This design comes from an exercise in tuning for small area, a short achievable clock period and few clock cycles on the open sky130 flow, not from production work. The RTL was checked by simulation tests, not by an equivalence proof against the original design. No activity file was given, so power comes from the tool's default toggle rates.

// mips32_pipe_core_p
module mips32_pipe_core_p #(
    parameter int XLEN       = 32,
    parameter int ADDR_W     = 10,
    parameter int RESET_PC   = 0,
    parameter int FORWARD_EN = 1,
    parameter int CNT_W      = 32
) (
    input  logic              clock,
    input  logic              reset,
    output logic [ADDR_W-1:0] imem_addr,
    input  logic [31:0]       imem_rdata,
    output logic [ADDR_W-1:0] dmem_addr,
    output logic [XLEN-1:0]   dmem_wdata,
    output logic              dmem_we,
    input  logic [XLEN-1:0]   dmem_rdata,
    output logic              halted,
    output logic [CNT_W-1:0]  retired
);
    localparam logic [5:0] c_OP_ADD   = 6'b000000, c_OP_SUB  = 6'b000001, c_OP_AND  = 6'b000010;
    localparam logic [5:0] c_OP_OR    = 6'b000100, c_OP_SLT  = 6'b000101, c_OP_MUL  = 6'b000110;
    localparam logic [5:0] c_OP_LW    = 6'b001000, c_OP_SW   = 6'b001001, c_OP_ADDI = 6'b001010;
    localparam logic [5:0] c_OP_SUBI  = 6'b001011, c_OP_SLTI = 6'b001100, c_OP_BNEQZ = 6'b001101;
    localparam logic [5:0] c_OP_BEQZ  = 6'b001110, c_OP_HLT  = 6'b111111;
    logic              r_rst;             
    logic [31:0]       r_rf [1:31];
    logic [ADDR_W-1:0] r_pc;
    logic              r_fetch_stop, r_halted, r_dwe;
    logic [CNT_W-1:0]  r_retired;
    logic              r_ifid_valid;
    logic [31:0]       r_ifid_ir;
    logic [ADDR_W-1:0] r_ifid_pc;
    logic              r_ifid_pred;       
    logic              r_idex_valid, r_idex_we, r_idex_cnt, r_idex_late;
    logic              r_idex_sw, r_idex_mul, r_idex_lw, r_idex_hlt, r_idex_slt;
    logic              r_idex_fa_ex, r_idex_fa_wb, r_idex_fa_rf;
    logic              r_idex_fb_exp, r_idex_fb_exn, r_idex_fb_wbp, r_idex_fb_wbn, r_idex_fb_rf;
    logic              r_idex_sub, r_idex_s_sum, r_idex_s_and, r_idex_s_or, r_idex_s_slt;
    logic [4:0]        r_idex_dst;
    logic [XLEN-1:0]   r_idex_a, r_idex_b;
    logic [ADDR_W-1:0] r_idex_imm;
    logic              r_exmem_valid, r_exmem_we, r_exmem_lw, r_exmem_mul, r_exmem_lw_or_mul;
    logic [4:0]        r_exmem_dst;
  ...
clock: 12.0 ns
lec_check: 0
cap_margin: 20
core_margin: 2
core_utilization: 55
cts_cluster_diameter: 250
cts_cluster_size: 20
place_density: 0.65
slew_margin: 20
standard.sh (not shown) runs the stock make flow with config.mk's settings and CLKGATE_MAP_FILE= SYNTH_SCRIPT=/design/flow/synth_recipe.tcl, a recipe that flattens the netlist after the stock synthesis.
==> flow/flow/run.sh <==
#!/bin/bash
# The standard layout (standard.sh), with two changes to how it is made:
#  - the timing repair steps aim for a setup margin (the clock period and
#    constraints stay the standard flow's);
#  - the port buffers are plain buffers instead of the library's pick.
set -euo pipefail
export SETUP_SLACK_MARGIN=8
export BUFFER_PORTS_ARGS="-buffer_cell sky130_fd_sc_hd__buf_2"
bash standard.sh > standard_flow.log 2>&1
The baseline completed with no timing, DRC or antenna violations.
Testbench counts at the start, summed over its fixed seeds: cycles 76,994.
Change:
CORE_UTILIZATION = 48   (was 55)
PLACE_DENSITY = 0.6   (was 0.65)
Outcome: The changed run completed with no timing, DRC or antenna violations; power decreases by 2.1%; sequential cell count stays the same; routed wire length rises by 0.77%; worst setup slack gets better by 0.067 ns; count of clock-buffer cells in the layout is unchanged; sequential power is about the same; clock skew is about the same; clock power stays flat; utilization fell by 8.0 points; global-route usage came out lower by 5.4 points.

---

mips32_pipe_core_p, a different RTL version from the one above (not shown whole).
Size in the first run: roughly 6800 cells after synthesis, roughly 150 I/O pins, roughly 77000 um^2 of cells after synthesis.
// mips32_pipe_core_p
module mips32_pipe_core_p #(
    parameter int XLEN       = 32,
    parameter int ADDR_W     = 10,
    parameter int RESET_PC   = 0,
    parameter int FORWARD_EN = 1,
    parameter int CNT_W      = 32
) (
    input  logic              clock,
    input  logic              reset,
    output logic [ADDR_W-1:0] imem_addr,
    input  logic [31:0]       imem_rdata,
    output logic [ADDR_W-1:0] dmem_addr,
    output logic [XLEN-1:0]   dmem_wdata,
    output logic              dmem_we,
    input  logic [XLEN-1:0]   dmem_rdata,
    output logic              halted,
    output logic [CNT_W-1:0]  retired
);
Settings: LEC_CHECK=0, CAP_MARGIN=20, CORE_MARGIN=2, CORE_UTILIZATION=40, CTS_CLUSTER_SIZE=30, PLACE_DENSITY=0.5, SLEW_MARGIN=20; clock period 12.0 ns.
Scripts as last shown in full above: flow/flow/run.sh
Testbench counts at the start, summed over its fixed seeds: cycles 78,428.
Change:
--- a/flow/flow/run.sh
+++ b/flow/flow/run.sh
@@ -6,3 +6,3 @@
 set -euo pipefail
-export SETUP_SLACK_MARGIN=8
+export SETUP_SLACK_MARGIN=7
 export BUFFER_PORTS_ARGS="-buffer_cell sky130_fd_sc_hd__buf_2"
Effect:
- wire length went down by 4.4%
- final area went down by 6.4%
- count of clock-buffer cells in the layout went up by 4
- power went down by 7.0%
- final cell count went down by 3.0%
- fmax went down by 15%
- first-iteration DRC count went down by 1.4%
- sequential power hardly moves
- clock power went down by 3.9%
- worst hold slack barely changes
- clock skew went up by 3.8 ps

---

mips32_pipe_core_p, a different RTL version from the one above (not shown whole).
Size in the first run: ~6400 cells after synthesis, roughly 150 I/O pins, ~76000 um2 of cells after synthesis.
export LEC_CHECK = 0
export CAP_MARGIN = 20
export CORE_MARGIN = 2
export CORE_UTILIZATION = 48
export CTS_CLUSTER_DIAMETER = 250
export CTS_CLUSTER_SIZE = 20
export PLACE_DENSITY = 0.6
export SLEW_MARGIN = 20
create_clock -name core_clock -period 12.0 [get_ports {clock}]
==> flow/flow/run.sh <==
#!/bin/bash
# The standard layout (standard.sh), with two changes to how it is made:
#  - the timing repair steps aim for a setup margin (the clock period and
#    constraints stay the standard flow's);
#  - the port buffers are plain buffers instead of the library's pick.
set -euo pipefail
export SETUP_SLACK_MARGIN=8.35
export BUFFER_PORTS_ARGS="-buffer_cell sky130_fd_sc_hd__buf_2"
bash standard.sh > standard_flow.log 2>&1
Testbench counts at the start, summed over its fixed seeds: cycles 77,687.
Edit:
--- a/flow/flow/run.sh
+++ b/flow/flow/run.sh
@@ -5,5 +5,5 @@
 #  - the port buffers are plain buffers instead of the library's pick.
 set -euo pipefail
-export SETUP_SLACK_MARGIN=8.35
+export SETUP_SLACK_MARGIN=8
 export BUFFER_PORTS_ARGS="-buffer_cell sky130_fd_sc_hd__buf_2"
 bash standard.sh > standard_flow.log 2>&1
What happened: Die area is unchanged; total power falls by 9.3%; clock skew went down by 0.0060 ns; final cell count drops by 3.0%; combinational power went down by 17%; synthesized area stays the same; via count goes down by 2.9%; clock-buffer cell count fell by 20; cell area is lower by 5.1%; flip-flop and latch count stays the same; first-iteration DRC count drops by 5.4%.
Edit:
--- a/flow/flow/run.sh
+++ b/flow/flow/run.sh
@@ -5,5 +5,5 @@
 #  - the port buffers are plain buffers instead of the library's pick.
 set -euo pipefail
-export SETUP_SLACK_MARGIN=8
+export SETUP_SLACK_MARGIN=8.25
 export BUFFER_PORTS_ARGS="-buffer_cell sky130_fd_sc_hd__buf_2"
 bash standard.sh > standard_flow.log 2>&1
After rerunning: The changed run finished clean; utilization rose by 1.8 points; synthesized area is unchanged; total power rose by a few percent; worst setup slack improves by 0.25 ns; die area does not change; final cell count rose slightly; via count rose slightly; cell area rose by a few percent; count of clock-buffer cells in the layout rose by 1.

---

## xenon
Another version of the RTL of mips32_pipe_core_p (not shown whole).
Size in the first run: roughly 6400 cells after synthesis, roughly 1500 flip-flops.
export LEC_CHECK = 0
export CAP_MARGIN = 20
export CORE_MARGIN = 2
export CORE_UTILIZATION = 48
export CTS_CLUSTER_DIAMETER = 250
export CTS_CLUSTER_SIZE = 20
export PLACE_DENSITY = 0.6
export SLEW_MARGIN = 20
create_clock -name core_clock -period 12.0 [get_ports {clock}]
==> flow/flow/run.sh <==
#!/bin/bash
# The standard layout (standard.sh), with two changes to how it is made:
#  - the timing repair steps aim for a setup margin (the clock period and
#    constraints stay the standard flow's);
#  - the port buffers are plain buffers instead of the library's pick.
set -euo pipefail
export SETUP_SLACK_MARGIN=8.15
export BUFFER_PORTS_ARGS="-buffer_cell sky130_fd_sc_hd__buf_2"
bash standard.sh > standard_flow.log 2>&1
xenon went all the way through synthesis, placement and routing and the layout is clean on timing, DRC and antenna.
Testbench counts of xenon, summed over its fixed seeds: cycles 77,687.
What umber does differently from xenon at the input level:
--- a/flow/flow/run.sh
+++ b/flow/flow/run.sh
@@ -6,3 +6,3 @@
 set -euo pipefail
-export SETUP_SLACK_MARGIN=8.15
+export SETUP_SLACK_MARGIN=8.25
 export BUFFER_PORTS_ARGS="-buffer_cell sky130_fd_sc_hd__buf_2"
--- outcome ---
Changes observed in umber relative to xenon: worst-case setup slack after placement down 48 ps; net switching power of the design up 0.072 mW; final net count up 64.
#### Input delta (ember over umber)
--- a/flow/flow/run.sh
+++ b/flow/flow/run.sh
@@ -6,3 +6,3 @@
 set -euo pipefail
-export SETUP_SLACK_MARGIN=8.25
+export SETUP_SLACK_MARGIN=8
 export BUFFER_PORTS_ARGS="-buffer_cell sky130_fd_sc_hd__buf_2"
[summary]
Routed metal-1 wirelength (higher): umber. Looking at insertion delay of the later-clocked pin in the worst-skew pair, ember sits 50 ps below umber. Met3 wire length: ember lower than umber. The run with more routed wire is umber, not ember. As far as total standard cell area after synthesis goes, ember and umber are indistinguishable; the numbers are identical. Taking umber as the reference, in ember wire length of the first global-routing pass went down about 1.6%; global routing met2 resource utilization went down 0.75 points; area of the die held.

## separate check: timing with driven ports
Ports are ideal in the flow. The routed layouts listed here were re-timed in OpenROAD. Step 1 assumes that a clkbuf_16 drives the clock port and a buf_2 every other input. Step 2 also shifts input and output timing later by t, the mid clock arrival at the registers, as if the neighbouring blocks saw the same clock. Three values: no drivers, after step 1, after step 2; two values: the first two.
run	shift t [ns]	setup WS [ns]	hold slack, ns	slew at the worst register clock pin (ns)	worst data-port slew with drivers (ns)
the first run of note 1	0.838	7.718 / 7.718 / 7.181	0.343 / 0.343 / 0.343	0.11 / 0.11	0.08
the second run of note 1	0.830	7.785 / 7.785 / 7.149	0.342 / 0.342 / 0.342	0.11 / 0.11	0.05
the first run of note 2	0.920	7.796 / 7.796 / 7.796	0.347 / 0.347 / 0.347	0.07 / 0.07	0.08
the second run of note 2	0.907	7.050 / 7.050 / 7.050	0.346 / 0.346 / 0.346	0.07 / 0.07	0.06
the first run of note 3	0.824	8.016 / 8.016 / 7.357	0.353 / 0.353 / 0.353	0.11 / 0.11	0.09
the second run of note 3	0.828	7.866 / 7.866 / 7.256	0.346 / 0.346 / 0.346	0.11 / 0.11	0.09
the third run of note 3	0.841	8.113 / 8.114 / 7.313	0.344 / 0.344 / 0.344	0.10 / 0.10	0.10
xenon	0.825	7.976 / 7.976 / 7.327	0.344 / 0.344 / 0.344	0.10 / 0.10	0.07
umber	0.831	8.035 / 8.035 / 7.349	0.348 / 0.348 / 0.348	0.11 / 0.11	0.08
ember	0.802	7.798 / 7.798 / 7.300	0.348 / 0.348 / 0.348	0.10 / 0.10	0.10
After both steps every run listed still meets setup and hold. The setup slack of the third run of note 3, which loses most, moves by +0.001 ns with the drivers and by -0.800 ns with both steps.
